From an optimization exercise on the open Yosys and OpenROAD flow, aimed at small area; shortcuts taken in it are not production practice.
In this exercise RTL edits were held to simulation tests only and were not proved equivalent to the original.
Power is estimated from default activity; no workload was simulated.

**design/flow/config.mk**
```make
export PLATFORM = sky130hd
export DESIGN_NAME = regfile_scoreboard
export DESIGN_NICKNAME = regfile_scoreboard
export VERILOG_FILES = /design/flow/design.v
export SDC_FILE = /design/flow/constraint.sdc
export NUM_CORES = 4
export LEC_CHECK = 0
export CAP_MARGIN = 20
export CORE_MARGIN = 2
export CORE_UTILIZATION = 50
export SETUP_SLACK_MARGIN = 0.2
export SLEW_MARGIN = 20
export SYNTH_HIERARCHICAL = 1
export SYNTH_MINIMUM_KEEP_SIZE = 0
```
**design/flow/constraint.sdc**
```tcl
create_clock -name core_clock -period 4.2 [get_ports {clk}]
set_input_delay 0.8400 -clock core_clock [delete_from_list [all_inputs] [get_ports {clk}]]
set_output_delay 0.8400 -clock core_clock [all_outputs]
set_load 0.01 [all_outputs]
```
**design/flow/design.v**
```verilog
package rv_pkg;
    localparam int XLEN_DEF  = 32;
    localparam int NREGS_DEF = 32;
    typedef logic [4:0]          reg_idx_t;
    typedef logic [XLEN_DEF-1:0] xword_t;
endpackage
module rf_wr_bit (
    input  logic q,
    input  logic wd,
    input  logic we,
    input  logic wen,
    output logic d
);
    assign d = (q & wen) | (wd & we);
endmodule
module rf_wr_row
#(
    parameter int XLEN = rv_pkg::XLEN_DEF
) (
    input  logic [XLEN-1:0] q,
    input  logic [XLEN-1:0] wd,
    input  logic            we,
    input  logic            wen,
    output logic [XLEN-1:0] d
);
    for (genvar b = 0; b < XLEN; b++) begin : g_bit
        rf_wr_bit u_bit (.q(q[b]), .wd(wd[b]), .we(we), .wen(wen), .d(d[b]));
    end
endmodule
module rf_aoi3 (
    input  logic [2:0] sel,
    input  logic [2:0] d,
    output logic       yn
);
    assign yn = ~|(sel & d);
endmodule
module rf_nand2 (
    input  logic sel,
    input  logic d,
    output logic yn
);
    assign yn = ~(sel & d);
endmodule
module rf_and_n
#(
    parameter int N = 11
) (
    input  logic [N-1:0] yn,
    output logic         y
);
    assign y = &yn;
endmodule
module rf_byp_mux (
    input  logic hit,
    input  logic wdn,
    input  logic none,
    output logic y
);
    assign y = ~(hit ? wdn : none);
endmodule
module rf_rd_bit (
    input  logic [31:1] sel,
    input  logic [31:1] d,
    input  logic        hit,
    input  logic        wdn,
    output logic        y
);
    logic [10:0] w_yn;
    logic        w_none;
    for (genvar k = 0; k < 10; k++) begin : g_aoi
        rf_aoi3 u_aoi (.sel(sel[3*k+1 +: 3]), .d(d[3*k+1 +: 3]), .yn(w_yn[k]));
    end
    rf_nand2 u_nand (.sel(sel[31]), .d(d[31]), .yn(w_yn[10]));
    rf_and_n #(.N(11)) u_and (.yn(w_yn), .y(w_none));
    rf_byp_mux u_mux (.hit(hit), .wdn(wdn), .none(w_none), .y(y));
endmodule
module rf_dec
#(
    parameter int NREGS = rv_pkg::NREGS_DEF
) (
    input  logic                     en,
    input  logic [$clog2(NREGS)-1:0] a,
    output logic [NREGS-1:0]         y,
    output logic [NREGS-1:0]         yn
);
    always_comb begin
        y = '0;
        for (int r = 1; r < NREGS; r++) begin
            y[r] = en && (a == $clog2(NREGS)'(r));
        end
    end
    assign yn = ~y;
endmodule
module rf_rd_sel
#(
    parameter int NREGS = rv_pkg::NREGS_DEF
) (
    input  logic [$clog2(NREGS)-1:0] a,
    input  logic [NREGS-1:0]         ok,
    output logic [NREGS-1:0]         sel
);
    always_comb begin
        sel = '0;
        for (int r = 1; r < NREGS; r++) begin
            sel[r] = ok[r] && (a == $clog2(NREGS)'(r));
        end
    end
endmodule
module rf_hit
#(
    parameter int AW = 5
) (
    input  logic          rst_n,
    input  logic          wb_valid,
    input  logic [AW-1:0] wb_rd,
    input  logic [AW-1:0] a,
    output logic          hit
);
    assign hit = rst_n && wb_valid && (wb_rd == a) && (a != '0);
endmodule
module rf_busy_rd
#(
    parameter int NREGS = rv_pkg::NREGS_DEF
) (
    input  logic [$clog2(NREGS)-1:0] a,
    input  logic [NREGS-1:0]         pend,
    input  logic                     hit,
    output logic                     busy
);
    assign busy = pend[a] && !hit;
endmodule
module regfile_scoreboard
#(
    parameter int XLEN   = rv_pkg::XLEN_DEF,
    parameter int NREGS  = rv_pkg::NREGS_DEF,
    parameter int NUM_RD = 2,
    parameter bit BYPASS = 1'b1
) (
    input  logic                            clk,
    input  logic                            rst_n,
    input  logic [NUM_RD*$clog2(NREGS)-1:0] rs_addr,
    output logic [NUM_RD*XLEN-1:0]          rs_data,
    output logic [NUM_RD-1:0]               rs_busy,
    input  logic                            issue_valid,
    input  logic [$clog2(NREGS)-1:0]        issue_rd,
    input  logic                            wb_valid,
    input  logic [$clog2(NREGS)-1:0]        wb_rd,
    input  logic [XLEN-1:0]                 wb_data,
    input  logic                            flush,
    output logic [NREGS-1:0]                busy_vec
);
    localparam int AW = $clog2(NREGS);
    logic [XLEN-1:0]  w_q [NREGS];
    logic [NREGS-1:1] r_valid;
    logic [NREGS-1:1] r_pend;
    logic [NREGS-1:0] w_valid;
    logic [NREGS-1:0] w_pend;
    logic [NREGS-1:0] w_we;
    logic [NREGS-1:0] w_wen;
    logic [NREGS-1:0] w_iss;
    logic [NREGS-1:0] w_issn;
    logic [XLEN-1:0]  w_wdn;
    rf_dec #(.NREGS(NREGS)) u_wdec (
        .en (wb_valid),
        .a  (wb_rd),
        .y  (w_we),
        .yn (w_wen)
    );
    rf_dec #(.NREGS(NREGS)) u_idec (
        .en (issue_valid),
        .a  (issue_rd),
        .y  (w_iss),
        .yn (w_issn)
    );
    always_ff @(posedge clk or negedge rst_n) begin
        if (!rst_n) begin
            r_pend <= '0;
        end else begin
            r_pend <= {(NREGS-1){~flush}} & (w_iss[NREGS-1:1] | (r_pend & w_wen[NREGS-1:1]));
        end
    end
    assign w_pend = {r_pend, 1'b0};
    assign busy_vec = w_pend;
    always_ff @(posedge clk or negedge rst_n) begin
        if (!rst_n) begin
            r_valid <= '0;
        end else begin
            r_valid <= r_valid | w_we[NREGS-1:1];
        end
    end
    assign w_valid = {r_valid, 1'b0};
    assign w_q[0] = '0;
    for (genvar r = 1; r < NREGS; r++) begin : g_reg
        logic [XLEN-1:0] r_q;
        logic [XLEN-1:0] w_d;
        rf_wr_row #(.XLEN(XLEN)) u_wr (
            .q   (r_q),
            .wd  (wb_data),
            .we  (w_we[r]),
            .wen (w_wen[r]),
            .d   (w_d)
        );
        always_ff @(posedge clk) begin
            r_q <= w_d;
        end
        assign w_q[r] = r_q;
    end
    assign w_wdn = ~wb_data;
    for (genvar g = 0; g < NUM_RD; g++) begin : g_rd
        logic [AW-1:0]    w_addr;
        logic [NREGS-1:0] w_sel;
        logic             w_hit;
        assign w_addr = rs_addr[g*AW +: AW];
        rf_rd_sel #(.NREGS(NREGS)) u_sel (
            .a   (w_addr),
            .ok  (w_valid),
            .sel (w_sel)
        );
        rf_hit #(.AW(AW)) u_hit (
            .rst_n    (rst_n),
            .wb_valid (BYPASS && wb_valid),
            .wb_rd    (wb_rd),
            .a        (w_addr),
            .hit      (w_hit)
        );
        for (genvar b = 0; b < XLEN; b++) begin : g_bit
            logic [NREGS-1:1] w_col;
            for (genvar r = 1; r < NREGS; r++) begin : g_col
                assign w_col[r] = w_q[r][b];
            end
            rf_rd_bit u_rd (
                .sel (w_sel[NREGS-1:1]),
                .d   (w_col),
                .hit (w_hit),
                .wdn (w_wdn[b]),
                .y   (rs_data[g*XLEN + b])
            );
        end
        rf_busy_rd #(.NREGS(NREGS)) u_busy (
            .a    (w_addr),
            .pend (w_pend),
            .hit  (w_hit),
            .busy (rs_busy[g])
        );
    end
endmodule
```
**design/flow/flow/run.sh**
```bash
#!/bin/bash
# Standard ORFS layout with two changes: ports buffered with buf_2 cells
# instead of delay cells, and CTS without dummy loads. Each step's output
# goes to its own log here.
set -euo pipefail
bash standard.sh synth > synth.log 2>&1
bash standard.sh \
  'BUFFER_PORTS_ARGS=-buffer_cell sky130_fd_sc_hd__buf_2' \
  'CTS_ARGS=-sink_clustering_enable -repair_clock_nets -dont_use_dummy_load -sink_clustering_size 16 -sink_clustering_max_diameter 50 -buf_list {sky130_fd_sc_hd__clkbuf_8}' \
  finish > layout.log 2>&1
```
**design/flow/standard.sh**
```bash
#!/bin/bash
# synth_recipe.tcl (not shown) runs the flow's synth.tcl, then flattens the netlist and writes it again
# the make line also repeats each setting of config.mk as NAME=value (left out here)
make -C /OpenROAD-flow-scripts/flow DESIGN_CONFIG=/design/flow/config.mk WORK_HOME=/design/flow/orfs CLKGATE_MAP_FILE= SYNTH_SCRIPT=/design/flow/synth_recipe.tcl "${@:-finish}"
```
==> results by group, run 1 <==
Detailed routing
  – Top Layer Used: met5
  – DR pass1 iterations: 17
  – ANT nets after route: 0
  – Iteration-0 DRC Markers: 9931
  – Met3 Wirelength: 37900 um
  – DR vias/cell: 8.54
  – Metal-1 WL: 75000 um
  – Vias post-DR: 43600
  – Drt drc: 0
  – Met2 WL post-DR: 87600 um
  – Routed wire length: 221000 um
  – DR WL/cell: 43.2 um

Timing
  – Fin crit share: 97.1%
  – Final Skew: 0 ns
  – F_max: 245 MHz
  – Final hold vios: 0
  – Max Transition Viols Final: 0
  – Fin crit period: 4.08 ns
  – Setup TNS: 0 ns
  – Final setup viols: 0
  – Setup repair after global routing missed its margin: true
  – Worst hold slack: 0.296 ns
  – Actual slew at the worst max-slew pin: 1.24 ns
  – Slew HR: 17.4%

Setup path
  – Crit path cell chain: buf_6, buf_6, and3b_2, and3_4, buf_12, a222oi_1, nand4_1, nor3_2, mux2i_1, buf_2
  – Startpoint type of the worst setup path: input pin
  – CP arrival: 3.24 ns
  – Reg2Reg Setup Slack: 3.23 ns
  – CP bufs+invs: 4
  – Worst path max stage delay: 0.52 ns
  – Worst Path Max Fanout: 8
  – Critical path's top delay family: simple AND/OR/NAND/NOR gates
  – Critical-path top delay cell: nand4_1
  – Most Frequent Cell on Critical Path: buf_6
  – Crit path kind: in2out
  – Crit end category: output port
  – Req. time, crit path: 3.36 ns

Floorplanning
  – Starting Density: 50.3%
  – Die area: 86200 um2
  – Die width: 294 um
  – Std-Cell Rows: 106
  – I/O pin cnt: 155
  – Core Box Area: 83300 um2
  – Die Y-Extent: 294 um

Power
  – Tot Pwr: 23.4 mW
  – Max IR drop VDD: 0.000350 V
  – Pwr Density: 471 nW/um2
  – Lkg Pwr: 19.1 nW

CTS
  – Clock latency (worst-skew pair): 0.75 ns
  – TritonCTS buffer count: 118
  – CTS Sinks: 1054
  – Root buffer cell: clkbuf_8
  – Clk buf depth: 3
  – Clock transition at path regs: 0.10 ns
  – Htree depth: 3
  – CTS tree: done

Hold path
  – Worst min path class: in2async

Final layout
  – Filler cells: 6827
  – Layout cells sized above 1: 19.3%
  – Nets@finish: 4080
  – Layout Area Growth over Synthesis: 18.4%
  – Area of the multi-input gates: 20800 um2
  – Register area: 21400 um2
  – Commonest cells after routing, fill and taps aside: 992 x a22o_1, 992 x dfxtp_1, 640 x a222oi_1
  – Final Instance Area: 49600 um2

GRT
  – Initial antenna violation count: 7
  – Pin count of the biggest net entering global routing: 56
  – Vias in the first global route: 41700
  – Gr usage total: 46.5%
  – First-pass GRT wire length: 294000 um
  – GR Overflow Total: 0

Placement
  – Post-Place Cell Area: 46500 um2
  – Gp weighted congestion: 0.930
  – # port buffers: 153
  – DP HPWL: 121000 um

Logic synthesis
  – Average size of a mapped cell: 12.0 um2
  – Post-Syn Area: 41900 um2
  – Gate Count Post-Synth: 3506
  – Yosys warnings: 10

Outcome
  – Outcome: no timing/DRC/antenna violations

Run
  – Max-cap violations: 0
[layout make-up]
cell class              count  area share, %
clock buffers             118           3.27
inverters                  36          0.272
diodes                      4         0.0202
repair buffers            422           8.70
flip-flops and latches   1054           43.1
multi-input cells        2391           41.9
well taps                1080           2.72
[path summary, 6_finish.rpt]
kind / from / to / cells past startpoint
worst max register to register: r_valid[1] / r_valid[1] / 2
worst max-delay path: rs_addr[0] / rs_data[19] / 10
worst min register to register: r_valid[20] / r_valid[20] / 1
max in group asynchronous: rst_n / r_valid[20] / 2
worst min-delay path: rst_n / r_pend[26] / 2
min in group core_clock: wb_data[26] / g_reg[4].r_q[26] / 2
[where the power goes]
| part | switching (mW) | internal, mW | total (mW) |
|---|---|---|---|
| combinational | 1.69 | 2.11 | 3.80 |
| sequential | 1.57 | 12.0 | 13.5 |
| clock | 3.57 | 2.47 | 6.04 |
| total | 6.83 | 16.5 | 23.4 |
[metrics by stage]
step           std cells  util (%)  worst slack [ns]
6_report            5105      59.6             0.122
3_3_place_gp        4924      55.9             0.144
5_1_grt             5103      59.6             0.111
3_5_place_dp        4924      55.9             0.109
4_1_cts             5044      57.9             0.157
2_1_floorplan       3508         -             0.539
[layer usage]
metal | vias up | global-route usage (%)
met2 | 4365 | 66.1
met5 | - | 1.19
met4 | 2 | 34.6
met3 | 1168 | 17.0
met1 | 21300 | 57.6
li1 | 16800 | -
[registers in the layout (all words and copies together) (netlist names)]
register	cells
r_valid	31
g.r_q	992
r_pend	31
[what timing repair did]
action | CTS | global route
gates cloned | 1 | 30
endpoints found under the setup margin | 18 | 54
endpoints found under the hold margin | 7 | 0
buffers inserted | 0 | 26
pin swaps | 16 | 126
hold buffers | 1 | 0
gates resized for setup | 11 | 104
==> inputs of run 2 (changes only) <==
==> design/flow/flow/run.sh (replaced) <==
#!/bin/bash
# Standard ORFS layout with two changes: ports buffered with buf_2 cells
# instead of delay cells, and CTS without dummy loads. Each step's output
# goes to its own log here.
set -euo pipefail
bash standard.sh synth > synth.log 2>&1
bash standard.sh \
  'BUFFER_PORTS_ARGS=-buffer_cell sky130_fd_sc_hd__buf_2' \
  'CTS_ARGS=-sink_clustering_enable -repair_clock_nets -dont_use_dummy_load -sink_clustering_size 18 -sink_clustering_max_diameter 60 -buf_list {sky130_fd_sc_hd__clkbuf_8}' \
  finish > layout.log 2>&1
--- a/design/flow/config.mk
+++ b/design/flow/config.mk
@@ -8,6 +8,6 @@
 export CAP_MARGIN = 20
 export CORE_MARGIN = 2
-export CORE_UTILIZATION = 50
-export SETUP_SLACK_MARGIN = 0.2
+export CORE_UTILIZATION = 60
+export SETUP_SLACK_MARGIN = 0.15
 export SLEW_MARGIN = 20
 export SYNTH_HIERARCHICAL = 1
==> results by group, run 2 <==
Outcome
  – Outcome: failed layout checks
  – Layout Check Fails: setup timing

Timing
  – Fin crit share: 102% (+4.6 points)
  – F_max: 234 MHz (-4.6%)
  – Setup repair after global routing missed its margin: true
  – Fin crit period: 4.27 ns (+0.195 ns)
  – Setup TNS: -0.0758 ns (-0.0758 ns)
  – Slew HR: 34.8% (+17 points)
  – Max Transition Viols Final: 0 (unchanged)
  – Actual slew at the worst max-slew pin: 0.979 ns (-0.260 ns)
  – Final setup viols: 2 (+2)
  – Final setup margin: -0.0727 ns (-0.195 ns)
  – Worst hold slack: 0.365 ns (+0.0690 ns)
  – Final Skew: 0 ns (unchanged)
  – Final hold vios: 0 (unchanged)

Placement
  – Worst slack, placed: 0.0968 ns (-0.0121 ns)
  – DP HPWL: 115000 um (-5.1%)
  – Post-Place Cells: 4754 (-3.5%)
  – Gp weighted congestion: 1.05 (+13%)
  – Post-Place Cell Area: 46100 um2 (-0.94%)
  – # port buffers: 153 (unchanged)

CTS
  – Cts hold-fix bufs: 0 (-1)
  – CTS tree: done
  – Clock latency (worst-skew pair): 0.71 ns (-0.04 ns)
  – Clk buf depth: 3 (unchanged)
  – TritonCTS buffer count: 74 (-37%)
  – CTS Sinks: 1054 (unchanged)
  – Root buffer cell: clkbuf_8
  – Htree depth: 3 (unchanged)
  – Clock transition at path regs: 0.11 ns (about the same)

Final layout
  – Reg with most FFs: g.r_q
  – Nets@finish: 3979 (-2.5%)
  – Largest registers: g.r_q (992), r_pend (31), r_valid (31)
  – Layout cells sized above 1: 15.8% (-3.5 points)
  – Final Instance Area: 47700 um2 (-3.9%)
  – Commonest cells after routing, fill and taps aside: 992 x a22o_1, 992 x dfxtp_1, 640 x a222oi_1
  – Layout Area Growth over Synthesis: 13.8%
  – Util after Layout: 69.2% (+9.6 points)
  – Max reg flops: 992 (unchanged)
  – Filler cells: 5248 (-23%)
  – Layout Cells excl Fill: 4857 (-4.9%)

Floorplanning
  – Die area: 72000 um2 (-16%)
  – Die Y-Extent: 268 um (-8.6%)
  – Starting Density: 60.8% (+10 points)
  – Std-Cell Rows: 96 (-9.4%)
  – I/O pin cnt: 155 (unchanged)
  – Core Box Area: 68900 um2 (-17%)
  – Die width: 268 um (-8.6%)

Power
  – Max IR drop VDD: 0.000367 V (+5.0%)
  – Pwr Density: 463 nW/um2 (-1.6%)
  – Tot Pwr: 22.1 mW (-5.5%)
  – Lkg Pwr: 18.3 nW (-4.4%)

Hold path
  – Worst min path class: in2async

Setup path
  – CP endpoint: rs_data[7]
  – Reg2Reg Setup Slack: 3.33 ns (+0.10 ns)
  – Worst Path Max Fanout: 32 (+24)
  – Crit path kind: in2out
  – Worst r2r dst: r_pend[11]
  – Req. time, crit path: 3.36 ns (about the same)
  – Crit end category: output port
  – Crit Reg-Reg Startpoint: r_pend[11]
  – Startpoint type of the worst setup path: input pin
  – CP arrival: 3.43 ns (+0.19 ns)
  – Crit. Startpoint: rs_addr[0]
  – Path depth of the worst reg2reg path: 2 (unchanged)

GRT
  – First-pass GRT wire length: 288000 um (-2.1%)
  – Gr usage total: 54.5% (+8.0 points)
  – Pin count of the biggest net entering global routing: 63 (+13%)
  – Vias in the first global route: 42300 (+1.6%)
  – GR Overflow Total: 0 (unchanged)
  – Initial antenna violation count: 7 (unchanged)

Detailed routing
  – ANT nets after route: 0 (unchanged)
  – DR pass1 iterations: 14 (-3)
  – Drt drc: 0 (unchanged)
  – Iteration-0 DRC Markers: 12700 (+28%)
  – DR WL/cell: 43.0 um (-0.56%)
  – Vias post-DR: 44200 (+1.3%)
  – DR vias/cell: 9.10 (+6.5%)
  – Routed wire length: 209000 um (-5.4%)

Logic synthesis
  – Average size of a mapped cell: 12.0 um2 (unchanged)
  – Gate Count Post-Synth: 3506 (unchanged)
  – Yosys warnings: 10 (unchanged)
  – Post-Syn Area: 41900 um2 (unchanged)

Run
  – Max-cap violations: 0 (unchanged)
run 2: worst min path at each step:
stage	start	end	cells after the start	slack, ns
5_1_grt	rst_n	r_valid[26]	2	0.40
3_5_place_dp	r_valid[16]	r_valid[16]	1	0.46
6_report	rst_n	r_valid[26]	2	0.36
2_1_floorplan	r_valid[10]	r_valid[10]	1	0.44
4_1_cts	rst_n	r_valid[26]	2	0.36
3_3_place_gp	r_valid[19]	r_valid[19]	1	0.46
run 2: routing by layer:
metal	part of all wire (%)	track usage (%)	vias up	wire [um]
met1	32	64.4	20900	66700
met5	0.18	4.93	-	374
li1	-	-	16600	-
met4	10	43.2	18	21700
met2	39	74.7	5101	80400
met3	19	26.4	1515	39600
run 2: area by class of cell:
cell class / count / area (um2) / share of cell area [%]
Inverter: 36 / 135 / 0.283
Antenna cell: 6 / 15.0 / 0.0315
Sequential cell: 1054 / 21400 / 44.9
Clock buffer: 74 / 1020 / 2.14
Multi-Input combinational cell: 2391 / 20600 / 43.1
Timing Repair Buffer: 365 / 3380 / 7.10
Tap cell: 931 / 1160 / 2.44
run 2: timing repair:
item | in CTS | in global routing
pin swaps | 4 | 47
cloned | 0 | 11
setup endpoints to repair | 4 | 36
buffers inserted | 0 | 11
gates resized for setup | 1 | 66
run 2: critical path, stage by stage:
cell and delay [ns]:
buf_4 0.15, nor2b_1 0.25, and3_1 0.25, buf_12 0.19, a222oi_1 0.52, nand4_1 0.63, nor3_2 0.31, mux2i_1 0.09
buf_2 0.15
run 2: power by group:
part | switching [mW] | internal, mW
logic | 1.65 | 2.05
registers | 1.59 | 11.9
clock network | 3.25 | 1.59
==> inputs of run 3 (changes only) <==
--- a/design/flow/config.mk
+++ b/design/flow/config.mk
@@ -8,5 +8,5 @@
 export CAP_MARGIN = 20
 export CORE_MARGIN = 2
-export CORE_UTILIZATION = 60
+export CORE_UTILIZATION = 55
 export SETUP_SLACK_MARGIN = 0.15
 export SLEW_MARGIN = 20
==> results by group, run 3 <==
CTS
  – Clock latency (worst-skew pair): 0.77 ns (+0.06 ns)
  – CTS Sinks: 1054 (unchanged)
  – Clock transition at path regs: 0.10 ns (about the same)
  – Root buffer cell: clkbuf_8
  – Clk buf depth: 3 (unchanged)
  – Htree depth: 3 (unchanged)
  – TritonCTS buffer count: 80 (+8.1%)
  – CTS tree: done

Setup path
  – Crit end category: output port
  – Startpoint type of the worst setup path: input pin
  – Crit path kind: in2out
  – Worst Path Max Fanout: 16 (-50%)
  – Req. time, crit path: 3.36 ns (about the same)
  – CP arrival: 3.29 ns (-0.14 ns)

Logic synthesis
  – Post-Syn Area: 41900 um2 (unchanged)
  – Average size of a mapped cell: 12.0 um2 (unchanged)
  – Yosys warnings: 10 (unchanged)
  – Gate Count Post-Synth: 3506 (unchanged)

Detailed routing
  – Drt drc: 0 (unchanged)
  – ANT nets after route: 0 (unchanged)
  – DR pass1 iterations: 13 (-1)
  – DR vias/cell: 8.78 (-3.5%)
  – Iteration-0 DRC Markers: 10000 (-21%)
  – Routed wire length: 204000 um (-2.4%)
  – Vias post-DR: 42700 (-3.4%)
  – DR WL/cell: 41.9 um (-2.5%)

GRT
  – GR Overflow Total: 0 (unchanged)
  – Met2 Use GR: 68.5% (-6.2 points)
  – First-pass GRT wire length: 282000 um (-1.9%)
  – Pin count of the biggest net entering global routing: 63 (unchanged)
  – Initial antenna violation count: 4 (-3)
  – M3 GR Usage: 17.5% (-8.9 points)
  – GR peak layer: met2
  – Met1 usage: 62.1% (-2.3 points)
  – Gr usage total: 48.8% (-5.7 points)
  – Vias in the first global route: 41000 (-3.1%)

Timing
  – Setup TNS: 0 ns (+0.0758 ns)
  – F_max: 242 MHz (+3.5%)
  – Max Transition Viols Final: 0 (unchanged)
  – Slew HR: 14.2% (-21 points)
  – Setup repair after global routing missed its margin: true
  – Actual slew at the worst max-slew pin: 1.29 ns (+0.309 ns)
  – Fin crit period: 4.13 ns (-0.145 ns)
  – Worst hold slack: 0.389 ns (+0.0239 ns)
  – Final hold vios: 0 (unchanged)
  – Final setup viols: 0 (-2)
  – Final Skew: 0 ns (unchanged)
  – Fin crit share: 98.3% (-3.4 points)

Floorplanning
  – Starting Density: 55.4% (-5.4 points)
  – Std-Cell Rows: 101 (+5.2%)
  – Die Y-Extent: 280 um (+4.4%)
  – Die width: 280 um (+4.4%)
  – I/O pin cnt: 155 (unchanged)
  – Core Box Area: 75700 um2 (+9.8%)
  – Die area: 78500 um2 (+9.0%)

Power
  – Logic gate share of total power: 16.5% (-0.3 points)
  – Cell-internal power: 15.7 mW (+0.68%)
  – Max IR drop VDD: 0.000415 V (+13%)
  – Switching share of total power: 29.4% (-0.060 points)
  – Psw: 6.52 mW (+0.39%)
  – Pwr Density: 467 nW/um2 (+0.89%)
  – Tot Pwr: 22.2 mW (+0.60%)
  – Lkg Pwr: 18.1 nW (-0.64%)
  – Seq pwr share: 60.9% (-0.4 points)
  – Clock share of power: 22.6% (+0.7 points)

Hold path
  – Worst min path class: in2async

Placement
  – # port buffers: 153 (unchanged)
  – Post-Place Cells: 4767 (+0.27%)
  – DP HPWL: 116000 um (+1.1%)
  – Gp weighted congestion: 0.958 (-8.8%)

Final layout
  – Commonest cells after routing, fill and taps aside: 992 x a22o_1, 992 x dfxtp_1, 640 x a222oi_1
  – Layout Area Growth over Synthesis: 13.4%
  – Max reg flops: 992 (unchanged)
  – Layout Cells excl Fill: 4862 (+0.10%)
  – Layout cells sized above 1: 15.7% (-0.15 points)
  – Nets@finish: 3940 (-0.98%)
  – Largest registers: g.r_q (992), r_pend (31), r_valid (31)
  – Filler cells: 6083 (+16%)
  – Reg with most FFs: g.r_q

Run
  – Max-cap violations: 0 (unchanged)

Outcome
  – Outcome: no timing/DRC/antenna violations
-- run 3: area by class of cell --
cell class / instances / area [um2] / area share, %
multi-input combinational: 2391 / 20600 / 43.4
antenna: 3 / 7.51 / 0.0158
clock buffer: 80 / 1100 / 2.32
inverter: 36 / 135 / 0.284
tap: 978 / 1220 / 2.57
sequential: 1054 / 21400 / 45.0
timing repair buffer: 320 / 3060 / 6.43
-- run 3: critical path, stage by stage --
cell	delay, ns
clkbuf_4	0.17
and3_2	0.26
and3_4	0.24
buf_12	0.19
a222oi_1	0.37
nand4_1	0.61
nor3_2	0.33
mux2i_1	0.11
buf_2	0.16
-- run 3: worst paths after layout --
path                               endpoint  cells after the start       start  slack [ns]
worst max-delay path            rs_data[57]                      9  rs_addr[7]        0.07
worst min-delay path              r_pend[1]                      2       rst_n        0.39
worst max register to register   r_valid[6]                      1  r_valid[6]        3.35
worst min register to register   r_valid[1]                      1  r_valid[1]        0.49
max in group asynchronous       r_valid[13]                      2       rst_n        3.15
min in group core_clock          r_valid[1]                      1  r_valid[1]        0.49
-- run 3: power groups by stage --
| stage | registers, mW | clock network, mW | logic, mW |
|---|---|---|---|
| floorplan | 13.2 | 0 | 2.43 |
| global placement | 13.5 | 0 | 3.38 |
| detailed placement | 13.6 | 0 | 3.52 |
| CTS | 13.4 | 4.95 | 3.52 |
| global route | 13.7 | 5.31 | 3.82 |
| finish | 13.5 | 5.02 | 3.67 |
-- run 3: metal layers --
layer  vias up  wire, um
met3      1072     35100
met2      4450     81000
met1     20600     70100
met4         4     17500
met5         -        52
li1      16500         -
-- run 3: timing repair --
action / in CTS / in global routing
endpoints found under the setup margin: 3 / 27
cloned: 0 / 10
pin swaps: 1 / 52
resized for setup: 2 / 43
buffers inserted: 0 / 1
hold buffers: 0 / 0
hold endpoints to repair: 0 / 0
-- run 3: through the flow --
stage	util, %	cell area [um2]	worst slack (ns)
detailed placement	60.8	46100	0.130
global route	62.8	47600	0.104
CTS	62.3	47200	0.152
finish	62.8	47600	0.0720
global placement	60.8	46100	0.194
floorplan	-	41900	0.539
==> inputs of run 4 (changes only) <==
--- a/design/flow/design.v
+++ b/design/flow/design.v
@@ -42,20 +42,26 @@
     assign yn = ~(sel & d);
 endmodule
-module rf_and_n
-#(
-    parameter int N = 11
+module rf_any
+#(
+    parameter int N = 4
 ) (
     input  logic [N-1:0] yn,
     output logic         y
 );
-    assign y = &yn;
-endmodule
-module rf_byp_mux (
-    input  logic hit,
-    input  logic wdn,
-    input  logic none,
+    assign y = ~&yn;
+endmodule
+module rf_or_gate (
+    input  logic [2:0] any,
+    input  logic       nhit,
+    output logic       yn
+);
+    assign yn = ~((|any) & nhit);
+endmodule
+module rf_nand2g (
+    input  logic a,
+    input  logic b,
     output logic y
 );
-    assign y = ~(hit ? wdn : none);
+    assign y = ~(a & b);
 endmodule
 module rf_rd_bit (
@@ -63,15 +69,22 @@
     input  logic [31:1] d,
     input  logic        hit,
-    input  logic        wdn,
+    input  logic        nhit,
+    input  logic        wd,
     output logic        y
 );
     logic [10:0] w_yn;
-    logic        w_none;
+    logic [2:0]  w_any;
+    logic        w_rdn;
+    logic        w_byn;
     for (genvar k = 0; k < 10; k++) begin : g_aoi
         rf_aoi3 u_aoi (.sel(sel[3*k+1 +: 3]), .d(d[3*k+1 +: 3]), .yn(w_yn[k]));
     end
     rf_nand2 u_nand (.sel(sel[31]), .d(d[31]), .yn(w_yn[10]));
-    rf_and_n #(.N(11)) u_and (.yn(w_yn), .y(w_none));
-    rf_byp_mux u_mux (.hit(hit), .wdn(wdn), .none(w_none), .y(y));
+    rf_any #(.N(4)) u_any0 (.yn(w_yn[3:0]), .y(w_any[0]));
+    rf_any #(.N(4)) u_any1 (.yn(w_yn[7:4]), .y(w_any[1]));
+    rf_any #(.N(3)) u_any2 (.yn(w_yn[10:8]), .y(w_any[2]));
+    rf_or_gate u_rd (.any(w_any), .nhit(nhit), .yn(w_rdn));
+    rf_nand2g u_byp (.a(hit), .b(wd), .y(w_byn));
+    rf_nand2g u_out (.a(w_rdn), .b(w_byn), .y(y));
 endmodule
 module rf_dec
@@ -160,5 +173,4 @@
     logic [NREGS-1:0] w_iss;
     logic [NREGS-1:0] w_issn;
-    logic [XLEN-1:0]  w_wdn;
     rf_dec #(.NREGS(NREGS)) u_wdec (
         .en (wb_valid),
@@ -206,5 +218,4 @@
         assign w_q[r] = r_q;
     end
-    assign w_wdn = ~wb_data;
     for (genvar g = 0; g < NUM_RD; g++) begin : g_rd
         logic [AW-1:0]    w_addr;
@@ -232,6 +243,7 @@
                 .sel (w_sel[NREGS-1:1]),
                 .d   (w_col),
-                .hit (w_hit),
-                .wdn (w_wdn[b]),
+                .hit  (w_hit),
+                .nhit (~w_hit),
+                .wd   (wb_data[b]),
                 .y   (rs_data[g*XLEN + b])
             );
==> results by group, run 4 <==
Outcome
  – Outcome: failed layout checks
  – Layout Check Fails: setup timing

CTS
  – Clk buf depth: 3 (unchanged)
  – Clock transition at path regs: 0.07 ns (-0.03 ns)
  – CTS tree: done
  – CTS Sinks: 1054 (unchanged)
  – Cts hold-fix bufs: 0 (unchanged)
  – TritonCTS buffer count: 81 (+1.3%)
  – Htree depth: 3 (unchanged)
  – Root buffer cell: clkbuf_8
  – Clock latency (worst-skew pair): 0.75 ns (-0.02 ns)

Final layout
  – Largest registers: g.r_q (992), r_pend (31), r_valid (31)
  – Filler cells: 6002 (-1.3%)
  – Nets@finish: 4057 (+3.0%)
  – Layout cells sized above 1: 17.5% (+1.8 points)
  – Layout Area Growth over Synthesis: 14.7%
  – Reg with most FFs: g.r_q
  – Util after Layout: 63.5% (+0.62 points)
  – Layout Cells excl Fill: 4979 (+2.4%)
  – Final Instance Area: 48000 um2 (+0.83%)
  – Max reg flops: 992 (unchanged)
  – Commonest cells after routing, fill and taps aside: 992 x a22o_1, 992 x dfxtp_1, 640 x a222oi_1

GRT
  – Initial antenna violation count: 4 (unchanged)
  – Vias in the first global route: 41600 (+1.3%)
  – GR Overflow Total: 0 (unchanged)
  – Gr usage total: 50.3% (+1.5 points)
  – First-pass GRT wire length: 289000 um (+2.4%)
  – Pin count of the biggest net entering global routing: 49 (-22%)

Timing
  – Setup repair after global routing missed its margin: true
  – Max Transition Viols Final: 0 (unchanged)
  – Actual slew at the worst max-slew pin: 1.22 ns (-0.0677 ns)
  – Fin crit period: 4.29 ns (+0.159 ns)
  – F_max: 233 MHz (-3.7%)
  – Final setup viols: 1 (+1)
  – Final Skew: 0 ns (unchanged)
  – Final hold vios: 0 (unchanged)
  – Final setup margin: -0.0868 ns (-0.159 ns)
  – Worst hold slack: 0.233 ns (-0.155 ns)
  – Slew HR: 18.4% (+4.2 points)
  – Fin crit share: 102% (+3.8 points)

Logic synthesis
  – Yosys warnings: 10 (unchanged)
  – Gate Count Post-Synth: 3540 (+0.97%)
  – Post-Syn Area: 41800 um2 (-0.27%)
  – Average size of a mapped cell: 11.8 um2 (-1.2%)

Hold path
  – Worst min path class: in2async

Detailed routing
  – Vias post-DR: 43800 (+2.5%)
  – Routed wire length: 209000 um (+2.7%)
  – DR vias/cell: 8.79 (+0.12%)
  – Iteration-0 DRC Markers: 10500 (+4.8%)
  – DR WL/cell: 42.0 um (+0.30%)
  – ANT nets after route: 0 (unchanged)
  – DR pass1 iterations: 16 (+3)
  – Drt drc: 0 (unchanged)

Floorplanning
  – Std-Cell Rows: 101 (unchanged)
  – Die width: 280 um (-0.13%)
  – I/O pin cnt: 155 (unchanged)
  – Die area: 78300 um2 (-0.26%)
  – Starting Density: 55.3% (-0.056 points)
  – Die Y-Extent: 280 um (-0.13%)
  – Core Box Area: 75600 um2 (-0.17%)

Setup path
  – Req. time, crit path: 3.36 ns (about the same)
  – Worst r2r dst: r_pend[14]
  – CP arrival: 3.45 ns (+0.16 ns)
  – Crit. Startpoint: rs_addr[6]
  – Path depth of the worst reg2reg path: 2 (+1)
  – Crit Reg-Reg Startpoint: r_pend[14]
  – Crit path kind: in2out
  – Critical-path top delay cell: a222oi_1
  – Crit path cell chain: clkbuf_4, and3b_2, and3_4, buf_12, a222oi_1, nand4_1, o31ai_4, nand2_1, buf_2
  – Startpoint type of the worst setup path: input pin
  – Crit end category: output port
  – Reg2Reg Setup Slack: 3.34 ns (about the same)
  – Worst Path Max Fanout: 16 (unchanged)
  – Worst path max stage delay: 0.58 ns (-0.03 ns)

Placement
  – DP HPWL: 120000 um (+3.7%)
  – # port buffers: 153 (unchanged)
  – Post-Place Cells: 4876 (+2.3%)
  – Gp weighted congestion: 1.01 (+5.4%)
  – Post-Place Cell Area: 46300 um2 (+0.61%)
  – Worst slack, placed: 0.106 ns (-0.0237 ns)

Run
  – Max-cap violations: 0 (unchanged)

Power
  – Max IR drop VDD: 0.000362 V (-13%)
  – Pwr Density: 465 nW/um2 (-0.39%)
  – Lkg Pwr: 18.7 nW (+2.9%)
run 4: worst max-delay path by stage:
stage,to,depth (start not counted),slack [ns]
final,rs_data[53],9,-0.09
after global routing,rs_data[53],9,0.02
after CTS,rs_data[53],9,0.15
after detailed placement,rs_data[53],9,0.11
after global placement,rs_data[53],9,0.08
after floorplan,rs_data[0],6,0.34
run 4: layout make-up:
type	instances	area (um2)	area share, %
timing repair buffer	402	3520	7.34
sequential	1054	21400	44.6
clock buffer	81	1110	2.32
multi-input combinational	2455	20700	43.1
inverter	6	22.5	0.0470
tap	978	1220	2.55
antenna	3	7.51	0.0157
run 4: per-stage QoR:
stage	TNS [ns]	total power [mW]
final	-0.0868	22.3
after global routing	0	22.9
after CTS	0	22.0
after detailed placement	0	17.2
after global placement	0	16.9
after floorplan	0	15.6
run 4: report_power, final:
group          internal, mW  switching (mW)
combinational          2.07            1.65
clock                  1.73            3.33
sequential             11.9            1.57
total                  15.8            6.56
run 4: critical path: cells and delay by family:
kind / cells / cell delay, ns
simple gates: 4 / 1.06
compound gates: 2 / 1.06
buf+inv: 3 / 0.47
run 4: metal layers:
layer  part of all wire, %  wire, um  global-route usage, %  vias up
met5                  0.12       241                   2.63        -
met4                   9.0     18900                   35.5        6
met3                    18     37300                   22.9     1248
met2                    39     82300                   69.4     4597
met1                    34     70500                   61.8    21100
li1                      -         -                      -    16900
run 4: repair_timing:
action / 4_1_cts / 5_1_grt
gates cloned: 0 / 9
setup buffers: 0 / 10
resized for setup: 4 / 67
pin swaps: 1 / 83
endpoints found under the setup margin: 3 / 52

==> afterwards: timing with drivers on the ports <==
No port has a modelled driver above. Below, the same layouts with a new extraction and two added sets of constraints. Step 1, drivers: a clkbuf_16 drives clk and a buf_2 each remaining input, both assumed. Step 2, shift: input delay + t, output delay - t, t = (earliest + latest rising clock arrival at the registers) / 2. This alone moves slack from input paths to output paths. a / b / c = no drivers / after step 1 / after step 2; a / b = the first two.
run | shift t [ns] | slack for setup (ns) | pins driven straight from the clock port
run 1 | 0.838 | 0.122 / 0.078 / 0.078 | 1
run 2 | 0.771 | -0.073 / -0.103 / -0.103 | 1
run 3 | 0.783 | 0.072 / 0.050 / 0.050 | 1
run 4 | 0.811 | -0.087 / -0.112 / -0.112 | 1
For run 1, which loses most, drivers alone change the setup slack by -0.044 ns; drivers and shift together by -0.044 ns.
